From an optimization exercise on the open Yosys and OpenROAD flow, aimed at small area; shortcuts taken in it are not production practice.
RTL that was checked went through simulation tests only; none was proved equivalent to the original.
Power figures rest on the tool's default switching activity, not on a simulated workload. No driver is modelled on the clock port, so clocking that relies on it looks cheaper here than on a real chip.

== before ==
==> flow/design.v <==
`timescale 1ns/1ps
`default_nettype none
module ts_tbit (
    input  wire t,
    input  wire c,
    input  wire d,
    input  wire ld,
    input  wire kp,
    output wire n,
    output wire co
);
    assign co = t & c;
    assign n = (ld & d) | (kp & (t ^ c));
endmodule
module ts_tbit_lsb (
    input  wire t,
    input  wire d,
    input  wire ld,
    input  wire kp,
    output wire n
);
    assign n = (ld & d) | (kp & ~t);
endmodule
module ts_tbit_top (
    input  wire t,
    input  wire c,
    input  wire d,
    input  wire ld,
    input  wire kp,
    output wire n
);
    assign n = (ld & d) | (kp & (t ^ c));
endmodule
module ts_aoi3 (
    input  wire a0, input wire b0,
    input  wire a1, input wire b1,
    input  wire a2, input wire b2,
    output wire y
);
    assign y = ~((a0 & b0) | (a1 & b1) | (a2 & b2));
endmodule
module ts_col31 (
    input  wire [30:0] s,
    input  wire [30:0] d,
    output wire        o
);
    wire [10:0] y;
    for (genvar g = 0; g < 10; g++) begin : g_grp
        ts_aoi3 u (.a0(s[3*g]), .b0(d[3*g]), .a1(s[3*g+1]), .b1(d[3*g+1]), .a2(s[3*g+2]), .b2(d[3*g+2]), .y(y[g]));
    end
    assign y[10] = ~(s[30] & d[30]);
    assign o = ~&y;
endmodule
module ts_col20 (
    input  wire [19:0] s,
    input  wire [19:0] d,
    output wire        o
);
    wire [7:0] y;
    for (genvar g = 0; g < 6; g++) begin : g_grp
        ts_aoi3 u (.a0(s[3*g]), .b0(d[3*g]), .a1(s[3*g+1]), .b1(d[3*g+1]), .a2(s[3*g+2]), .b2(d[3*g+2]), .y(y[g]));
    end
    assign y[6] = ~(s[18] & d[18]);
    assign y[7] = ~(s[19] & d[19]);
    assign o = ~&y;
endmodule
`default_nettype wire
`timescale 1ns/1ps
`default_nettype none
module timestamp_core #(
    parameter int ABUSWIDTH = 16,
    parameter logic [3:0] IDENTIFIER = 4'b0001,
    parameter int EVT_DEPTH = 4,
    parameter int OUT_DEPTH = 16
) (
    input  wire                 BUS_CLK,
    input  wire                 RST_SYNC,
    input  wire [ABUSWIDTH-1:0] bus_add,
    input  wire [7:0]           bus_data_in,
    input  wire                 bus_wr,
    input  wire                 bus_rd,
    output logic [7:0]          bus_data_out,
    input  wire                 di,
    input  wire                 fifo_read,
    output logic                fifo_empty,
    output logic [31:0]         fifo_data
);
    localparam int NLM = 10;
    localparam int NH = 11;
    logic core_rst;
    logic enable;
    logic [7:0] lost_cnt;
    logic di_q;
    logic [63:0] tb;
    logic [2:0] ecnt;
    logic [1:0] pst;
    logic [4:0] ocnt;
    logic [1:0] hph;
    logic [3:0] rpos;
    logic [23:0] bank_l [NLM];
    logic [23:0] bank_m [NLM];
    logic [15:0] bank_h [NH];
    logic evt, store, pop, ofull, owr, ord, hpop;
    assign core_rst = RST_SYNC || (bus_wr && bus_add == 16'd0);
    always_ff @(posedge BUS_CLK) begin
        if (core_rst) enable <= 1'b0;
        else if (bus_wr && bus_add == 16'd2) enable <= bus_data_in[0];
    end
    always_ff @(posedge BUS_CLK) begin
        if (RST_SYNC) bus_data_out <= '0;
        else if (bus_rd) begin
            case (bus_add)
                16'd0: bus_data_out <= 8'h01;
                16'd2: bus_data_out <= {7'b0, enable};
                16'd3: bus_data_out <= lost_cnt;
                default: bus_data_out <= '0;
            endcase
        end
    end
    logic [7:0] tld, tkp, tall;
    logic [8:0] tcy;
    logic [63:0] tb_next;
    assign tcy[0] = 1'b1;
    for (genvar k = 0; k < 8; k++) begin : g_tbyte
        assign tld[k] = bus_wr && bus_add == 16'(8 + k) && !RST_SYNC;
        assign tkp[k] = !(bus_wr && bus_add == 16'(8 + k)) && !core_rst;
        assign tall[k] = &tb[8*k +: 8];
        assign tcy[k+1] = tcy[k] & tall[k];
        logic [7:0] lc;
        assign lc[0] = tcy[k];
        for (genvar j = 0; j < 7; j++) begin : g_tbit
            if (k != 0 || j != 0) begin : g_b
                ts_tbit u_bit (
                    .t(tb[8*k+j]), .c(lc[j]), .d(bus_data_in[j]), .ld(tld[k]), .kp(tkp[k]),
                    .n(tb_next[8*k+j]), .co(lc[j+1])
                );
            end
        end
        if (k == 0) begin : g_tbit0
            ts_tbit_lsb u_bit0 (
                .t(tb[0]), .d(bus_data_in[0]), .ld(tld[0]), .kp(tkp[0]), .n(tb_next[0])
            );
            assign lc[1] = tb[0];
        end
        ts_tbit_top u_bit7 (
            .t(tb[8*k+7]), .c(lc[7]), .d(bus_data_in[7]), .ld(tld[k]), .kp(tkp[k]),
            .n(tb_next[8*k+7])
        );
    end
    always_ff @(posedge BUS_CLK) begin
        tb <= tb_next;
        if (core_rst) di_q <= 1'b0;
        else di_q <= di;
    end
    assign evt = enable && di && !di_q;
    assign store = evt && (ecnt != 3'd4);
    assign pop = (pst == 2'd0) && (ecnt != 3'd0);
    assign ofull = ocnt[4];
    assign owr = (pst != 2'd0) && !ofull;
    assign ord = fifo_read && (ocnt != 5'd0);
    assign hpop = ord && (hph == 2'd3);
    always_ff @(posedge BUS_CLK) begin
        if (core_rst) lost_cnt <= '0;
        else if (evt && ecnt == 3'd4 && lost_cnt != 8'hff) lost_cnt <= lost_cnt + 8'd1;
    end
    always_ff @(posedge BUS_CLK) begin
        if (core_rst) begin
            ecnt <= '0;
            pst <= '0;
            ocnt <= '0;
            hph <= 2'd1;
            rpos <= 4'hf;
        end else begin
            ecnt <= ecnt + {2'b0, store} - {2'b0, pop};
            if (pop) pst <= 2'd1;
            else if (owr) pst <= (pst == 2'd3) ? 2'd0 : pst + 2'd1;
            ocnt <= ocnt + {4'b0, owr} - {4'b0, ord};
            rpos <= rpos + {3'b0, store} - {3'b0, hpop};
            if (ord) hph <= (hph == 2'd3) ? 2'd1 : hph + 2'd1;
        end
    end
    always_ff @(posedge BUS_CLK) begin
        if (store) begin
            bank_l[0] <= tb[23:0];
            bank_m[0] <= tb[47:24];
            bank_h[0] <= tb[63:48];
            for (int i = 1; i < NLM; i++) begin
                bank_l[i] <= bank_l[i-1];
                bank_m[i] <= bank_m[i-1];
            end
            for (int i = 1; i < NH; i++) bank_h[i] <= bank_h[i-1];
        end
    end
    logic [30:0] rsel;
    always_comb begin
        for (int i = 0; i < NH; i++) begin
            rsel[i] = rpos == 4'(i) && hph == 2'd3;
            if (i < NLM) begin
                rsel[NH + i] = rpos == 4'(i) && hph == 2'd1;
                rsel[NH + NLM + i] = rpos == 4'(i) && hph == 2'd2;
            end
        end
    end
    assign fifo_empty = (ocnt == 5'd0);
    assign fifo_data[31:24] = {IDENTIFIER, 2'b00, hph};
    for (genvar j = 0; j < 24; j++) begin : g_col
        logic [30:0] d;
        for (genvar i = 0; i < NLM; i++) begin : g_lm
            assign d[NH + i] = bank_l[i][j];
            assign d[NH + NLM + i] = bank_m[i][j];
        end
        if (j < 16) begin : g_lo
            for (genvar i = 0; i < NH; i++) begin : g_h
                assign d[i] = bank_h[i][j];
            end
            ts_col31 u_col (.s(rsel), .d(d), .o(fifo_data[j]));
        end else begin : g_hi
            assign d[NH-1:0] = '0;
            ts_col20 u_col (.s(rsel[30:NH]), .d(d[30:NH]), .o(fifo_data[j]));
        end
    end
endmodule
`default_nettype wire
Settings: LEC_CHECK=0, CAP_MARGIN=20, CORE_MARGIN=2, CORE_UTILIZATION=70, CTS_BUF_LIST=sky130_fd_sc_hd__clkbuf_16, CTS_CLUSTER_DIAMETER=60, CTS_CLUSTER_SIZE=30, PLACE_DENSITY=0.8, SLEW_MARGIN=20, SYNTH_HIERARCHICAL=1, SYNTH_MINIMUM_KEEP_SIZE=0; clock period 6.0 ns.
standard.sh (not shown) runs the stock make flow with config.mk's settings and CLKGATE_MAP_FILE= SYNTH_SCRIPT=/design/flow/synth_recipe.tcl, a recipe that flattens the netlist after the stock synthesis.
==> flow/flow/run.sh <==
#!/bin/bash
set -e
export CTS_ARGS="-sink_clustering_enable -repair_clock_nets -sink_clustering_size 32 -sink_clustering_max_diameter 75 -buf_list {sky130_fd_sc_hd__clkbuf_4 sky130_fd_sc_hd__clkbuf_8} -sink_clustering_buffer sky130_fd_sc_hd__clkbuf_16 -root_buf sky130_fd_sc_hd__clkbuf_8 -dont_use_dummy_load"
export BUFFER_PORTS_ARGS="-buffer_cell sky130_fd_sc_hd__buf_1"
bash standard.sh > standard.log 2>&1
[inputs] after vs before
--- a/flow/design.v
+++ b/flow/design.v
@@ -10,17 +10,8 @@
     output wire co
 );
     assign co = t & c;
     assign n = (ld & d) | (kp & (t ^ c));
-endmodule
-module ts_tbit_lsb (
-    input  wire t,
-    input  wire d,
-    input  wire ld,
-    input  wire kp,
-    output wire n
-);
-    assign n = (ld & d) | (kp & ~t);
 endmodule
 module ts_tbit_top (
     input  wire t,
     input  wire c,
@@ -128,20 +119,12 @@
         assign tcy[k+1] = tcy[k] & tall[k];
         logic [7:0] lc;
         assign lc[0] = tcy[k];
         for (genvar j = 0; j < 7; j++) begin : g_tbit
-            if (k != 0 || j != 0) begin : g_b
-                ts_tbit u_bit (
-                    .t(tb[8*k+j]), .c(lc[j]), .d(bus_data_in[j]), .ld(tld[k]), .kp(tkp[k]),
-                    .n(tb_next[8*k+j]), .co(lc[j+1])
-                );
-            end
-        end
-        if (k == 0) begin : g_tbit0
-            ts_tbit_lsb u_bit0 (
-                .t(tb[0]), .d(bus_data_in[0]), .ld(tld[0]), .kp(tkp[0]), .n(tb_next[0])
+            ts_tbit u_bit (
+                .t(tb[8*k+j]), .c(lc[j]), .d(bus_data_in[j]), .ld(tld[k]), .kp(tkp[k]),
+                .n(tb_next[8*k+j]), .co(lc[j+1])
             );
-            assign lc[1] = tb[0];
         end
         ts_tbit_top u_bit7 (
             .t(tb[8*k+7]), .c(lc[7]), .d(bus_data_in[7]), .ld(tld[k]), .kp(tkp[k]),
             .n(tb_next[8*k+7])
Results
The highest cell delay on the worst timing path number comes out higher for before vs after.
Measured against each other, before and after differ in reported leakage power, the higher figure coming from before.
before → after: die outline width roughly the same; met1 track demand over resource in global routing now larger; worst hold slack has increased; non-clock buffer count shows a reduction of 9.
before → after: total number of vias down 74; relative slew slack down 2.5 points.
Effective utilization at floorplan of before is on par with after.
after and before ended up with roughly the same synthesized cell count.
Higher fraction of layout cells with a size suffix above 1 among before and after: before
Critical path buffer and inverter count for after: 1 up relative to before
Compared with before, in after fmax up about 0.8%, first-pass GRT wire length grew by 0.34%.
No functional check of the RTL was part of before.

## separate check: timing with driven ports
No port has a modelled driver above. Below, the same layouts with a new extraction and two added sets of constraints. Step 1 sets driving cells, clkbuf_16 on the clock port and buf_2 on the other inputs (assumed; they add their load-dependent delay and slew). Step 2, shift: input delay + t, output delay - t, t = (earliest + latest rising clock arrival at the registers) / 2. This alone moves slack from input paths to output paths. a / b / c = ideal / step 1 / step 2; a / b = the first two.
run	t (ns)	setup slack, ns	hold WS [ns]	clock arrival spread, ns	slew at the worst register clock pin (ns)
before	0.792	1.278 / 1.225 / 2.018	0.407 / 0.407 / 0.407	0.056 / 0.057	0.12 / 0.12
after	0.780	1.314 / 1.261 / 2.042	0.438 / 0.438 / 0.438	0.041 / 0.041	0.12 / 0.12
After both steps setup and hold are still met in every run listed.
